Source: an optimization exercise on an open RTL-to-GDS flow (aim: small area). Production flows keep margins and buffers that such runs may drop. Function was checked by simulation only, so behaviour that the tests miss may differ from the original. Power and IR drop assume default switching activity.

==> run F: inputs <==
==> flow/design.v <==
package pifo_multi_port_core_pkg;
  localparam int unsigned POLICY_TAIL_DROP = 0;
  localparam int unsigned POLICY_PUSH_OUT  = 1;
  localparam int unsigned DEF_RANK_WIDTH = 19;
  localparam int unsigned DEF_PTR_WIDTH  = 12;
endpackage
import pifo_multi_port_core_pkg::*;
module pifo_sel4 (
  input  logic ns_h, ns_n, ns_p, ns_w,
  input  logic x_h, x_n, x_p, x_w,
  output logic y
);
  assign y = (ns_h | x_h) & (ns_n | x_n) & (ns_p | x_p) & (ns_w | x_w);
endmodule
module pifo_sel3 (
  input  logic ns_a, ns_b, ns_c,
  input  logic x_a, x_b, x_c,
  output logic y
);
  assign y = (ns_a | x_a) & (ns_b | x_b) & (ns_c | x_c);
endmodule
module pifo_le #(
  parameter int unsigned W = 19
) (
  input  logic [W-1:0] a,
  input  logic [W-1:0] nb,
  output logic         le
);
  logic gt;
  always_comb begin
    gt = 1'b0;
    for (int k = 0; k < W; k++)
      gt = (a[k] & nb[k]) | ((a[k] | nb[k]) & gt);
  end
  assign le = ~gt;
endmodule
module pifo_sorted_array
#(
  parameter int unsigned DEPTH       = 16,
  parameter int unsigned RANK_WIDTH  = 19,
  parameter int unsigned PTR_WIDTH   = 12,
  parameter int unsigned CNT_W       = $clog2(DEPTH + 1)
) (
  input  logic                  clk,
  input  logic                  rst,
  input  logic                  i_push,
  input  logic                  i_pop,
  input  logic [RANK_WIDTH-1:0] i_rank,
  input  logic [RANK_WIDTH-1:0] i_rank_n,    
  input  logic [PTR_WIDTH-1:0]  i_ptr,
  output logic                  o_head_valid,
  output logic [RANK_WIDTH-1:0] o_head_rank,
  output logic [PTR_WIDTH-1:0]  o_head_ptr,
  output logic [CNT_W-1:0]      o_occupancy,
  output logic                  o_drop_c
);
  localparam int unsigned EW = RANK_WIDTH + PTR_WIDTH;
  logic [CNT_W-1:0]            r_cnt;
  logic [DEPTH-1:0][EW-1:0]    r_ent;    
  logic [DEPTH-1:0][EW-1:0]    w_ent;
  logic [DEPTH-1:0]            w_valid, w_le, w_g;
  logic                        w_pop, w_ins, w_full, w_up, w_dn;
  logic [DEPTH-1:0]            w_nh, w_nn, w_np, w_nw;
  logic [EW-1:0]               w_new;
  logic [CNT_W-1:0]            w_cnt_n;
  always_comb begin
    for (int i = 0; i < DEPTH; i++) begin
      logic gt;
      gt = 1'b0;
      for (int k = 0; k < CNT_W; k++)
        gt = ((i >> k) & 1) ? (r_cnt[k] & gt) : (r_cnt[k] | gt);
      w_valid[i] = gt;
    end
  end
  for (genvar i = 0; i < DEPTH; i++) begin : g_cmp
    pifo_le #(.W(RANK_WIDTH)) u_le (
      .a(r_ent[i][EW-1 -: RANK_WIDTH]), .nb(i_rank_n), .le(w_le[i])
    );
  end
  always_comb begin
    w_g    = w_valid & w_le;           
    w_full = w_valid[DEPTH-1];
    w_pop  = i_pop & w_valid[0];
    w_ins  = i_push & (~w_full | w_pop);
    o_drop_c = i_push & w_full & ~w_pop;
    w_new  = {i_rank, i_ptr};
  end
  for (genvar i = 0; i < DEPTH; i++) begin : g_sel
    logic g_prev, g_cur, g_next, sn, sw, sp;
    assign g_prev = (i == 0) ? 1'b1 : w_g[(i == 0) ? 0 : i-1];
    assign g_cur  = w_g[i];
    assign g_next = (i == DEPTH-1) ? 1'b0 : w_g[(i == DEPTH-1) ? i : i+1];
    assign sn = (i == DEPTH-1) ? 1'b0 : (w_pop & (~w_ins | g_next));
    assign sw = w_ins & (w_pop ? (~g_next & ((i == 0) | g_cur)) : (~g_cur & g_prev));
    assign sp = (i == 0) ? 1'b0 : (w_ins & ~w_pop & ~g_cur & ~g_prev);
    assign w_nn[i] = ~sn;
    assign w_nw[i] = ~sw;
    assign w_np[i] = ~sp;
    assign w_nh[i] = sn | sw | sp;
  end
  for (genvar i = 0; i < DEPTH; i++) begin : g_ent
    for (genvar b = 0; b < EW; b++) begin : g_bit
      if (i == 0) begin : g_first
        pifo_sel3 u_sel (
          .ns_a(w_nh[i]), .ns_b(w_nn[i]), .ns_c(w_nw[i]),
          .x_a(r_ent[i][b]), .x_b(r_ent[i+1][b]), .x_c(w_new[b]),
          .y(w_ent[i][b])
        );
      end else if (i == DEPTH-1) begin : g_last
        pifo_sel3 u_sel (
          .ns_a(w_nh[i]), .ns_b(w_np[i]), .ns_c(w_nw[i]),
          .x_a(r_ent[i][b]), .x_b(r_ent[i-1][b]), .x_c(w_new[b]),
          .y(w_ent[i][b])
        );
      end else begin : g_mid
        pifo_sel4 u_sel (
          .ns_h(w_nh[i]), .ns_n(w_nn[i]), .ns_p(w_np[i]), .ns_w(w_nw[i]),
          .x_h(r_ent[i][b]), .x_n(r_ent[i+1][b]), .x_p(r_ent[i-1][b]), .x_w(w_new[b]),
          .y(w_ent[i][b])
        );
      end
    end
  end
  always_ff @(posedge clk) r_ent <= w_ent;
  always_comb begin
    logic carry, borrow;
    w_up  = w_ins & ~w_pop;
    w_dn  = w_pop & ~w_ins;
    carry = 1'b1;
    borrow = 1'b1;
    for (int k = 0; k < CNT_W; k++) begin
      w_cnt_n[k] = r_cnt[k] ^ ((w_up & carry) | (w_dn & borrow));
      carry  = carry & r_cnt[k];
      borrow = borrow & ~r_cnt[k];
    end
  end
  always_ff @(posedge clk or posedge rst) begin
    if (rst) r_cnt <= '0;
    else     r_cnt <= w_cnt_n;
  end
  assign o_head_valid = w_valid[0];
  assign o_head_rank  = r_ent[0][EW-1 -: RANK_WIDTH];
  assign o_head_ptr   = r_ent[0][PTR_WIDTH-1:0];
  assign o_occupancy  = r_cnt;
endmodule
import pifo_multi_port_core_pkg::*;
module pifo_multi_port_core
#(
  parameter int unsigned NUM_PORTS   = 5,
  parameter int unsigned DEPTH       = 16,
  parameter int unsigned RANK_WIDTH  = 19,
  parameter int unsigned PTR_WIDTH   = 12,
  parameter int unsigned FULL_POLICY = POLICY_TAIL_DROP,
  parameter int unsigned PORT_W      = $clog2(NUM_PORTS),
  parameter int unsigned CNT_W       = $clog2(DEPTH + 1)
) (
  input  logic                            axis_aclk,
  input  logic                            axis_reset,
  input  logic                            push_en,
  input  logic [PORT_W-1:0]               push_port,
  input  logic [RANK_WIDTH-1:0]           push_rank,
  input  logic [PTR_WIDTH-1:0]            push_ptr,
  input  logic [NUM_PORTS-1:0]            pop_req,
  output logic [NUM_PORTS-1:0]            head_valid,
  output logic [NUM_PORTS*RANK_WIDTH-1:0] head_rank,
  output logic [NUM_PORTS*PTR_WIDTH-1:0]  head_ptr,
  output logic [NUM_PORTS*CNT_W-1:0]      occupancy,
  output logic                            drop_valid,
  output logic [PTR_WIDTH-1:0]            drop_ptr,
  output logic [31:0]                     drop_count
);
  logic [NUM_PORTS-1:0] w_port_drop;
  logic [RANK_WIDTH-1:0] w_rank_n;
  assign w_rank_n = ~push_rank;
  logic                 w_drop;
  logic                 r_drop_valid;
  logic [PTR_WIDTH-1:0] r_drop_ptr;
  logic [31:0]          r_drop_count;
  for (genvar p = 0; p < NUM_PORTS; p++) begin : g_port
    logic w_push;
    assign w_push = push_en && (push_port == PORT_W'(p));
    pifo_sorted_array #(
      .DEPTH(DEPTH), .RANK_WIDTH(RANK_WIDTH), .PTR_WIDTH(PTR_WIDTH), .CNT_W(CNT_W)
    ) u_array (
      .clk(axis_aclk), .rst(axis_reset),
      .i_push(w_push), .i_pop(pop_req[p]),
      .i_rank(push_rank), .i_rank_n(w_rank_n), .i_ptr(push_ptr),
      .o_head_valid(head_valid[p]),
      .o_head_rank(head_rank[p*RANK_WIDTH +: RANK_WIDTH]),
      .o_head_ptr(head_ptr[p*PTR_WIDTH +: PTR_WIDTH]),
      .o_occupancy(occupancy[p*CNT_W +: CNT_W]),
      .o_drop_c(w_port_drop[p])
    );
  end
  assign w_drop = (push_en && (32'(push_port) >= NUM_PORTS)) || (|w_port_drop);
  always_ff @(posedge axis_aclk or posedge axis_reset) begin
    if (axis_reset) begin
      r_drop_valid <= 1'b0;
      r_drop_count <= '0;
    end else begin
      r_drop_valid <= w_drop;
      if (w_drop && (r_drop_count != 32'hFFFF_FFFF)) r_drop_count <= r_drop_count + 32'd1;
    end
  end
  always_ff @(posedge axis_aclk) r_drop_ptr <= push_ptr;
  assign drop_valid = r_drop_valid;
  assign drop_ptr   = r_drop_ptr;
  assign drop_count = r_drop_count;
endmodule
==> flow/run.sh <==
#!/bin/bash
# synth_recipe.tcl (not shown) runs the flow's synth.tcl, then flattens the netlist and writes it again
# the make line also repeats each setting of config.mk as NAME=value (left out here)
make -C /OpenROAD-flow-scripts/flow DESIGN_CONFIG=/design/flow/config.mk WORK_HOME=/design/flow/orfs CLKGATE_MAP_FILE= SYNTH_SCRIPT=/design/flow/synth_recipe.tcl finish
==> flow/config.mk <==
export PLATFORM = sky130hd
export DESIGN_NAME = pifo_multi_port_core
export DESIGN_NICKNAME = pifo_multi_port_core
export VERILOG_FILES = /design/flow/design.v
export SDC_FILE = /design/flow/constraint.sdc
export NUM_CORES = 4
export LEC_CHECK = 0
export CAP_MARGIN = 20
export CORE_MARGIN = 2
export CORE_UTILIZATION = 40
export SLEW_MARGIN = 20
export SYNTH_HIERARCHICAL = 1
export SYNTH_MINIMUM_KEEP_SIZE = 0
==> flow/constraint.sdc <==
create_clock -name core_clock -period 5.0 [get_ports {axis_aclk}]
set_input_delay 1.0000 -clock core_clock [delete_from_list [all_inputs] [get_ports {axis_aclk}]]
set_output_delay 1.0000 -clock core_clock [all_outputs]
set_load 0.01 [all_outputs]
==> run K (differences from run F) <==
==> flow/design.v, changed modules only <==
module pifo_g (
  input  logic v, le,
  output logic g, ng
);
  assign ng = ~(v & le);
  assign g  = ~ng;
endmodule
module pifo_ctl #(
  parameter int unsigned POS = 1
) (
  input  logic a, b, c,
  input  logic g_p, g_c, g_n,
  input  logic ng_p, ng_c, ng_n,
  output logic ns_h, ns_n, ns_p, ns_w
);
  if (POS == 0) begin : g_first
    assign ns_h = c | a | (b & ng_c);
    assign ns_n = ~(c | (a & g_n));
    assign ns_p = 1'b1;
    assign ns_w = ~((a & ng_n) | (b & ng_c));
  end else if (POS == 2) begin : g_last
    assign ns_h = (a & g_c) | (b & ng_c);
    assign ns_n = 1'b1;
    assign ns_p = ~(b & ng_p);
    assign ns_w = ~((a & g_c) | (b & g_p & ng_c));
  end else begin : g_mid
    assign ns_h = c | (a & g_c) | (b & ng_c);
    assign ns_n = ~(c | (a & g_n));
    assign ns_p = ~(b & ng_p);
    assign ns_w = ~((a & g_c & ng_n) | (b & g_p & ng_c));
  end
endmodule
module pifo_sorted_array
#(
  parameter int unsigned DEPTH       = 16,
  parameter int unsigned RANK_WIDTH  = 19,
  parameter int unsigned PTR_WIDTH   = 12,
  parameter int unsigned CNT_W       = $clog2(DEPTH + 1)
) (
  input  logic                  clk,
  input  logic                  rst,
  input  logic                  i_push,
  input  logic                  i_pop,
  input  logic [RANK_WIDTH-1:0] i_rank,
  input  logic [RANK_WIDTH-1:0] i_rank_n,    
  input  logic [PTR_WIDTH-1:0]  i_ptr,
  output logic                  o_head_valid,
  output logic [RANK_WIDTH-1:0] o_head_rank,
  output logic [PTR_WIDTH-1:0]  o_head_ptr,
  output logic [CNT_W-1:0]      o_occupancy,
  output logic                  o_drop_c
);
  localparam int unsigned EW = RANK_WIDTH + PTR_WIDTH;
  logic [CNT_W-1:0]            r_cnt;
  logic [DEPTH-1:0][EW-1:0]    r_ent;    
  logic [DEPTH-1:0][EW-1:0]    w_ent;
  logic [DEPTH-1:0]            w_valid, w_le, w_g, w_ng;
  logic                        w_pop, w_ins, w_full, w_up, w_dn;
  logic [DEPTH-1:0]            w_nh, w_nn, w_np, w_nw;
  logic [EW-1:0]               w_new;
  logic [CNT_W-1:0]            w_cnt_n;
  always_comb begin
    for (int i = 0; i < DEPTH; i++) begin
      logic gt;
      gt = 1'b0;
      for (int k = 0; k < CNT_W; k++)
        gt = ((i >> k) & 1) ? (r_cnt[k] & gt) : (r_cnt[k] | gt);
      w_valid[i] = gt;
    end
  end
  for (genvar i = 0; i < DEPTH; i++) begin : g_cmp
    pifo_le #(.W(RANK_WIDTH)) u_le (
      .a(r_ent[i][EW-1 -: RANK_WIDTH]), .nb(i_rank_n), .le(w_le[i])
    );
  end
  always_comb begin
    w_full = w_valid[DEPTH-1];
    w_pop  = i_pop & w_valid[0];
    w_ins  = i_push & (~w_full | w_pop);
    o_drop_c = i_push & w_full & ~w_pop;
    w_new  = {i_rank, i_ptr};
  end
  logic w_a, w_b, w_c;
  assign w_a = w_ins & w_pop;       
  assign w_b = w_ins & ~w_pop;      
  assign w_c = w_pop & ~w_ins;      
  for (genvar i = 0; i < DEPTH; i++) begin : g_gv
    pifo_g u_g (.v(w_valid[i]), .le(w_le[i]), .g(w_g[i]), .ng(w_ng[i]));
  end
  for (genvar i = 0; i < DEPTH; i++) begin : g_sel
    pifo_ctl #(.POS((i == 0) ? 0 : (i == DEPTH-1) ? 2 : 1)) u_ctl (
      .a(w_a), .b(w_b), .c(w_c),
      .g_p(w_g[(i == 0) ? 0 : i-1]), .g_c(w_g[i]), .g_n(w_g[(i == DEPTH-1) ? i : i+1]),
      .ng_p(w_ng[(i == 0) ? 0 : i-1]), .ng_c(w_ng[i]), .ng_n(w_ng[(i == DEPTH-1) ? i : i+1]),
      .ns_h(w_nh[i]), .ns_n(w_nn[i]), .ns_p(w_np[i]), .ns_w(w_nw[i])
    );
  end
  for (genvar i = 0; i < DEPTH; i++) begin : g_ent
    for (genvar b = 0; b < EW; b++) begin : g_bit
      if (i == 0) begin : g_first
        pifo_sel3 u_sel (
          .ns_a(w_nh[i]), .ns_b(w_nn[i]), .ns_c(w_nw[i]),
          .x_a(r_ent[i][b]), .x_b(r_ent[i+1][b]), .x_c(w_new[b]),
          .y(w_ent[i][b])
        );
      end else if (i == DEPTH-1) begin : g_last
        pifo_sel3 u_sel (
          .ns_a(w_nh[i]), .ns_b(w_np[i]), .ns_c(w_nw[i]),
          .x_a(r_ent[i][b]), .x_b(r_ent[i-1][b]), .x_c(w_new[b]),
          .y(w_ent[i][b])
        );
      end else begin : g_mid
        pifo_sel4 u_sel (
          .ns_h(w_nh[i]), .ns_n(w_nn[i]), .ns_p(w_np[i]), .ns_w(w_nw[i]),
          .x_h(r_ent[i][b]), .x_n(r_ent[i+1][b]), .x_p(r_ent[i-1][b]), .x_w(w_new[b]),
          .y(w_ent[i][b])
        );
      end
    end
  end
  always_ff @(posedge clk) r_ent <= w_ent;
  always_comb begin
    logic carry, borrow;
    w_up  = w_ins & ~w_pop;
    w_dn  = w_pop & ~w_ins;
    carry = 1'b1;
    borrow = 1'b1;
    for (int k = 0; k < CNT_W; k++) begin
      w_cnt_n[k] = r_cnt[k] ^ ((w_up & carry) | (w_dn & borrow));
      carry  = carry & r_cnt[k];
      borrow = borrow & ~r_cnt[k];
    end
  end
  always_ff @(posedge clk or posedge rst) begin
    if (rst) r_cnt <= '0;
    else     r_cnt <= w_cnt_n;
  end
  assign o_head_valid = w_valid[0];
  assign o_head_rank  = r_ent[0][EW-1 -: RANK_WIDTH];
  assign o_head_ptr   = r_ent[0][PTR_WIDTH-1:0];
  assign o_occupancy  = r_cnt;
endmodule
==> flow/flow/run.sh (new file) <==
#!/bin/bash
# Standard ORFS layout (the standard.sh, standard synthesis), with these changes:
#  - global placement is not timing driven, and the buffers Yosys/ABC inserted are
#    removed at floorplan instead (REMOVE_ABC_BUFFERS);
#  - every input and output port still gets its own buffer, a buf_2;
#  - clock tree: no dummy loads; clustering as in config.mk.
set -euo pipefail
bash standard.sh synth > synth_make.log 2>&1
bash standard.sh \
  GPL_TIMING_DRIVEN=0 REMOVE_ABC_BUFFERS=1 \
  "BUFFER_PORTS_ARGS=-buffer_cell sky130_fd_sc_hd__buf_2" \
  "CTS_ARGS=-sink_clustering_enable -repair_clock_nets -sink_clustering_size 25 -sink_clustering_max_diameter 90 -dont_use_dummy_load" \
  finish > layout_make.log 2>&1
==> flow/standard.sh (new file) <==
#!/bin/bash
# synth_recipe.tcl (not shown) runs the flow's synth.tcl, then flattens the netlist and writes it again
# the make line also repeats each setting of config.mk as NAME=value (left out here)
make -C /OpenROAD-flow-scripts/flow DESIGN_CONFIG=/design/flow/config.mk WORK_HOME=/design/flow/orfs CLKGATE_MAP_FILE= SYNTH_SCRIPT=/design/flow/synth_recipe.tcl "${@:-finish}"
CAP_MARGIN = 10   (was 20)
CORE_UTILIZATION = 50   (was 40)
CTS_CLUSTER_DIAMETER = 90   (was default)
CTS_CLUSTER_SIZE = 25   (was default)
PLACE_DENSITY = 0.65   (was default)
SETUP_SLACK_MARGIN = 0.3   (was default)
SLEW_MARGIN = 10   (was 20)
removed: flow/run.sh
==> run C (differences from run F) <==
==> flow/design.v, changed modules only <==
module pifo_ctl #(
  parameter int unsigned POS = 1
) (
  input  logic a, b, c,
  input  logic v_p, v_c, v_n,
  input  logic le_p, le_c, le_n,
  output logic ns_h, ns_n, ns_p, ns_w
);
  logic g_p, g_c, g_n;
  assign g_p = v_p & le_p;
  assign g_c = v_c & le_c;
  assign g_n = v_n & le_n;
  if (POS == 0) begin : g_first
    assign ns_h = c | a | (b & ~g_c);
    assign ns_n = ~(c | (a & g_n));
    assign ns_p = 1'b1;
    assign ns_w = ~((a & ~g_n) | (b & ~g_c));
  end else if (POS == 2) begin : g_last
    assign ns_h = (a & g_c) | (b & ~g_c);
    assign ns_n = 1'b1;
    assign ns_p = ~(b & ~g_p);
    assign ns_w = ~((a & g_c) | (b & g_p & ~g_c));
  end else begin : g_mid
    assign ns_h = c | (a & g_c) | (b & ~g_c);
    assign ns_n = ~(c | (a & g_n));
    assign ns_p = ~(b & ~g_p);
    assign ns_w = ~((a & g_c & ~g_n) | (b & g_p & ~g_c));
  end
endmodule
module pifo_dec5 (
  input  logic [2:0] port,
  output logic [4:0] s
);
  assign s[0] = ~port[2] & ~port[1] & ~port[0];
  assign s[1] = ~port[1] & port[0];
  assign s[2] = port[1] & ~port[0];
  assign s[3] = port[1] & port[0];
  assign s[4] = port[2] & ~port[1] & ~port[0];
endmodule
module pifo_mux5 (
  input  logic [4:0] s,
  input  logic [4:0] x,
  output logic       y
);
  assign y = |(s & x);
endmodule
module pifo_sorted_array
#(
  parameter int unsigned DEPTH       = 16,
  parameter int unsigned RANK_WIDTH  = 19,
  parameter int unsigned PTR_WIDTH   = 12,
  parameter int unsigned CNT_W       = $clog2(DEPTH + 1)
) (
  input  logic                  clk,
  input  logic                  rst,
  input  logic                  i_push,
  input  logic                  i_pop,
  input  logic [RANK_WIDTH-1:0] i_rank,
  input  logic [PTR_WIDTH-1:0]  i_ptr,
  output logic                  o_head_valid,
  output logic [RANK_WIDTH-1:0] o_head_rank,
  output logic [PTR_WIDTH-1:0]  o_head_ptr,
  output logic [CNT_W-1:0]      o_occupancy,
  output logic                  o_drop_c,
  output logic [DEPTH-1:0][RANK_WIDTH-1:0] o_ranks,    
  input  logic [DEPTH-1:0]      i_le       
);
  localparam int unsigned EW = RANK_WIDTH + PTR_WIDTH;
  logic [CNT_W-1:0]            r_cnt;
  logic [DEPTH-1:0][EW-1:0]    r_ent;    
  logic [DEPTH-1:0][EW-1:0]    w_ent;
  logic [DEPTH-1:0]            w_valid, w_le;
  logic                        w_pop, w_ins, w_full, w_up, w_dn;
  logic [DEPTH-1:0]            w_nh, w_nn, w_np, w_nw;
  logic [EW-1:0]               w_new;
  logic [CNT_W-1:0]            w_cnt_n;
  always_comb begin
    for (int i = 0; i < DEPTH; i++) begin
      logic gt;
      gt = 1'b0;
      for (int k = 0; k < CNT_W; k++)
        gt = ((i >> k) & 1) ? (r_cnt[k] & gt) : (r_cnt[k] | gt);
      w_valid[i] = gt;
    end
  end
  for (genvar i = 0; i < DEPTH; i++) begin : g_rank
    assign o_ranks[i] = r_ent[i][EW-1 -: RANK_WIDTH];
  end
  assign w_le = i_le;
  always_comb begin
    w_full = w_valid[DEPTH-1];
    w_pop  = i_pop & w_valid[0];
    w_ins  = i_push & (~w_full | w_pop);
    o_drop_c = i_push & w_full & ~w_pop;
    w_new  = {i_rank, i_ptr};
  end
  logic w_a, w_b, w_c;
  assign w_a = w_ins & w_pop;       
  assign w_b = w_ins & ~w_pop;      
  assign w_c = w_pop & ~w_ins;      
  for (genvar i = 0; i < DEPTH; i++) begin : g_sel
    pifo_ctl #(.POS((i == 0) ? 0 : (i == DEPTH-1) ? 2 : 1)) u_ctl (
      .a(w_a), .b(w_b), .c(w_c),
      .v_p(w_valid[(i == 0) ? 0 : i-1]), .v_c(w_valid[i]), .v_n(w_valid[(i == DEPTH-1) ? i : i+1]),
      .le_p(w_le[(i == 0) ? 0 : i-1]), .le_c(w_le[i]), .le_n(w_le[(i == DEPTH-1) ? i : i+1]),
      .ns_h(w_nh[i]), .ns_n(w_nn[i]), .ns_p(w_np[i]), .ns_w(w_nw[i])
    );
  end
  for (genvar i = 0; i < DEPTH; i++) begin : g_ent
    for (genvar b = 0; b < EW; b++) begin : g_bit
      if (i == 0) begin : g_first
        pifo_sel3 u_sel (
          .ns_a(w_nh[i]), .ns_b(w_nn[i]), .ns_c(w_nw[i]),
          .x_a(r_ent[i][b]), .x_b(r_ent[i+1][b]), .x_c(w_new[b]),
          .y(w_ent[i][b])
        );
      end else if (i == DEPTH-1) begin : g_last
        pifo_sel3 u_sel (
          .ns_a(w_nh[i]), .ns_b(w_np[i]), .ns_c(w_nw[i]),
          .x_a(r_ent[i][b]), .x_b(r_ent[i-1][b]), .x_c(w_new[b]),
          .y(w_ent[i][b])
        );
      end else begin : g_mid
        pifo_sel4 u_sel (
          .ns_h(w_nh[i]), .ns_n(w_nn[i]), .ns_p(w_np[i]), .ns_w(w_nw[i]),
          .x_h(r_ent[i][b]), .x_n(r_ent[i+1][b]), .x_p(r_ent[i-1][b]), .x_w(w_new[b]),
          .y(w_ent[i][b])
        );
      end
    end
  end
  always_ff @(posedge clk) r_ent <= w_ent;
  always_comb begin
    logic carry, borrow;
    w_up  = w_ins & ~w_pop;
    w_dn  = w_pop & ~w_ins;
    carry = 1'b1;
    borrow = 1'b1;
    for (int k = 0; k < CNT_W; k++) begin
      w_cnt_n[k] = r_cnt[k] ^ ((w_up & carry) | (w_dn & borrow));
      carry  = carry & r_cnt[k];
      borrow = borrow & ~r_cnt[k];
    end
  end
  always_ff @(posedge clk or posedge rst) begin
    if (rst) r_cnt <= '0;
    else     r_cnt <= w_cnt_n;
  end
  assign o_head_valid = w_valid[0];
  assign o_head_rank  = r_ent[0][EW-1 -: RANK_WIDTH];
  assign o_head_ptr   = r_ent[0][PTR_WIDTH-1:0];
  assign o_occupancy  = r_cnt;
endmodule
module pifo_multi_port_core
#(
  parameter int unsigned NUM_PORTS   = 5,
  parameter int unsigned DEPTH       = 16,
  parameter int unsigned RANK_WIDTH  = 19,
  parameter int unsigned PTR_WIDTH   = 12,
  parameter int unsigned FULL_POLICY = POLICY_TAIL_DROP,
  parameter int unsigned PORT_W      = $clog2(NUM_PORTS),
  parameter int unsigned CNT_W       = $clog2(DEPTH + 1)
) (
  input  logic                            axis_aclk,
  input  logic                            axis_reset,
  input  logic                            push_en,
  input  logic [PORT_W-1:0]               push_port,
  input  logic [RANK_WIDTH-1:0]           push_rank,
  input  logic [PTR_WIDTH-1:0]            push_ptr,
  input  logic [NUM_PORTS-1:0]            pop_req,
  output logic [NUM_PORTS-1:0]            head_valid,
  output logic [NUM_PORTS*RANK_WIDTH-1:0] head_rank,
  output logic [NUM_PORTS*PTR_WIDTH-1:0]  head_ptr,
  output logic [NUM_PORTS*CNT_W-1:0]      occupancy,
  output logic                            drop_valid,
  output logic [PTR_WIDTH-1:0]            drop_ptr,
  output logic [31:0]                     drop_count
);
  logic [NUM_PORTS-1:0] w_port_drop;
  logic [RANK_WIDTH-1:0] w_rank_n;
  logic [NUM_PORTS-1:0][DEPTH-1:0][RANK_WIDTH-1:0] w_ranks;
  logic [DEPTH-1:0]     w_le;
  assign w_rank_n = ~push_rank;
  for (genvar i = 0; i < DEPTH; i++) begin : g_cmp
    logic [RANK_WIDTH-1:0] w_r;
    logic [NUM_PORTS-1:0]  w_s;
    pifo_dec5 u_dec (.port(push_port), .s(w_s));
    for (genvar b = 0; b < RANK_WIDTH; b++) begin : g_bit
      logic [NUM_PORTS-1:0] w_x;
      for (genvar p = 0; p < NUM_PORTS; p++) begin : g_p
        assign w_x[p] = w_ranks[p][i][b];
      end
      pifo_mux5 u_mux (.s(w_s), .x(w_x), .y(w_r[b]));
    end
    pifo_le #(.W(RANK_WIDTH)) u_le (.a(w_r), .nb(w_rank_n), .le(w_le[i]));
  end
  logic                 w_drop;
  logic                 r_drop_valid;
  logic [PTR_WIDTH-1:0] r_drop_ptr;
  logic [31:0]          r_drop_count;
  for (genvar p = 0; p < NUM_PORTS; p++) begin : g_port
    logic w_push;
    assign w_push = push_en && (push_port == PORT_W'(p));
    pifo_sorted_array #(
      .DEPTH(DEPTH), .RANK_WIDTH(RANK_WIDTH), .PTR_WIDTH(PTR_WIDTH), .CNT_W(CNT_W)
    ) u_array (
      .clk(axis_aclk), .rst(axis_reset),
      .i_push(w_push), .i_pop(pop_req[p]),
      .i_rank(push_rank), .i_ptr(push_ptr),
      .o_head_valid(head_valid[p]),
      .o_head_rank(head_rank[p*RANK_WIDTH +: RANK_WIDTH]),
      .o_head_ptr(head_ptr[p*PTR_WIDTH +: PTR_WIDTH]),
      .o_occupancy(occupancy[p*CNT_W +: CNT_W]),
      .o_drop_c(w_port_drop[p]),
      .o_ranks(w_ranks[p]), .i_le(w_le)
    );
  end
  assign w_drop = (push_en && (32'(push_port) >= NUM_PORTS)) || (|w_port_drop);
  always_ff @(posedge axis_aclk or posedge axis_reset) begin
    if (axis_reset) begin
      r_drop_valid <= 1'b0;
      r_drop_count <= '0;
    end else begin
      r_drop_valid <= w_drop;
      if (w_drop && (r_drop_count != 32'hFFFF_FFFF)) r_drop_count <= r_drop_count + 32'd1;
    end
  end
  always_ff @(posedge axis_aclk) r_drop_ptr <= push_ptr;
  assign drop_valid = r_drop_valid;
  assign drop_ptr   = r_drop_ptr;
  assign drop_count = r_drop_count;
endmodule
==> flow/flow/run.sh (new file) <==
#!/bin/bash
# Standard ORFS layout (the standard.sh, standard synthesis), with these changes:
#  - global placement is not timing driven, and the buffers Yosys/ABC inserted are
#    removed at floorplan instead (REMOVE_ABC_BUFFERS);
#  - clock tree: no dummy loads; clustering as in config.mk.
set -euo pipefail
bash standard.sh synth > synth_make.log 2>&1
bash standard.sh \
  GPL_TIMING_DRIVEN=0 REMOVE_ABC_BUFFERS=1 \
  "CTS_ARGS=-sink_clustering_enable -repair_clock_nets -sink_clustering_size 20 -sink_clustering_max_diameter 80 -dont_use_dummy_load" \
  finish > layout_make.log 2>&1
==> flow/standard.sh (new file) <==
#!/bin/bash
# synth_recipe.tcl (not shown) runs the flow's synth.tcl, then flattens the netlist and writes it again
# the make line also repeats each setting of config.mk as NAME=value (left out here)
make -C /OpenROAD-flow-scripts/flow DESIGN_CONFIG=/design/flow/config.mk WORK_HOME=/design/flow/orfs CLKGATE_MAP_FILE= SYNTH_SCRIPT=/design/flow/synth_recipe.tcl "${@:-finish}"
CAP_MARGIN = 0   (was 20)
CTS_CLUSTER_DIAMETER = 80   (was default)
CTS_CLUSTER_SIZE = 20   (was default)
SETUP_SLACK_MARGIN = 0.3   (was default)
SLEW_MARGIN = 0   (was 20)
removed: flow/run.sh
==> results.txt <==
Route:
- Dividing the detail-routed wire length by the instance count gives 25.6 µm.

Timing:
- The final hold slack is 0.482 ns.

Run status:
- The flow ran to the end and the layout has no timing, DRC or antenna violations.

Cells and area:
- The layout filler cell count is around 22000.
- The final layout contains 14826 nets.

Setup path:
- The critical-path maximum fanout is 82.
- The slowest stage of the critical path is the sky130_fd_sc_hd__a221o_2 cell.
- Together, buffers and inverters on the worst path number 5.

Worst hold path:
- The worst hold path belongs to the class in -> async.

Pwr:
- The fraction of power consumed by combinational cells is 33.9%.
[end of results for run K]
==> results.txt <==
Route:
- In the final routed layout, each cell accounts on average for 32.2 µm.

Setup path:
- Counting both buffers and inverters, the worst setup path holds a total of 8.
- For this design, the slowest cell found on the critical path is sky130_fd_sc_hd__a222oi_1.

Pwr:
- The fraction of power consumed by combinational cells is 35.5%.

Timing:
- Setup slack on the critical path of the routed design comes to -0.0982 ns.
- The final number of setup-violating endpoints is 127.
- The final-report max-slew violation count is 4.

Run status:
- The run finished, with violations left.
- The checks that failed: slew limit, setup timing.

Cells and area:
- In the final design database the tool counted ~14000 nets.
[end of results for run C]
==> results.txt <==
Cells and area:
- Counting the fill cells in the layout gives between 20000 and 30000.
- The final layout contains 15498 nets.

Setup path:
- Along the worst path, the maximum fanout reaches 26.
- The buffers plus inverters on the worst setup path is 5.
- The cell with the largest stage delay on the worst path is sky130_fd_sc_hd__o21ai_2.

Timing:
- The final hold slack is 0.391 ns.

Run status:
- The run finished with no timing, DRC or antenna violations.

Yosys:
- The average instance in the mapped netlist occupies 8.26 µm².

Route:
- After detailed routing, the average wire length per cell comes to 23.6 µm.

Pwr:
- The share of total power dissipated in combinational logic is between 30% and 40%.
[end of results for run F]

static timing again, ports no longer ideal:
The results above use ideal ports. As a check the final layouts listed here were re-extracted and re-timed, cells and wires unchanged. Step 1, drivers: a clkbuf_16 drives axis_aclk and a buf_2 each remaining input, both assumed. Step 2, shift: input delay + t, output delay - t, t = (earliest + latest rising clock arrival at the registers) / 2. This alone moves slack from input paths to output paths. Three values: ideal ports, drivers, drivers and shift; two values: the first two.
run	shift t [ns]	setup slack, ns	slew at the worst register clock pin (ns)	worst slew at a driven data input, ns	cell pins on the clock port's net
run F	0.990	0.716 / 0.760 / -0.230	0.06 / 0.06	0.24	1
run K	0.913	0.211 / 0.235 / -0.678	0.10 / 0.10	0.17	1
run C	1.010	-0.098 / -0.382 / -1.391	0.09 / 0.09	0.46	1
With both steps, setup timing fails in run F and run K, where it was met with ideal ports. The setup slack of run C, which loses most, moves by -0.284 ns with the drivers and by -1.293 ns with both steps.
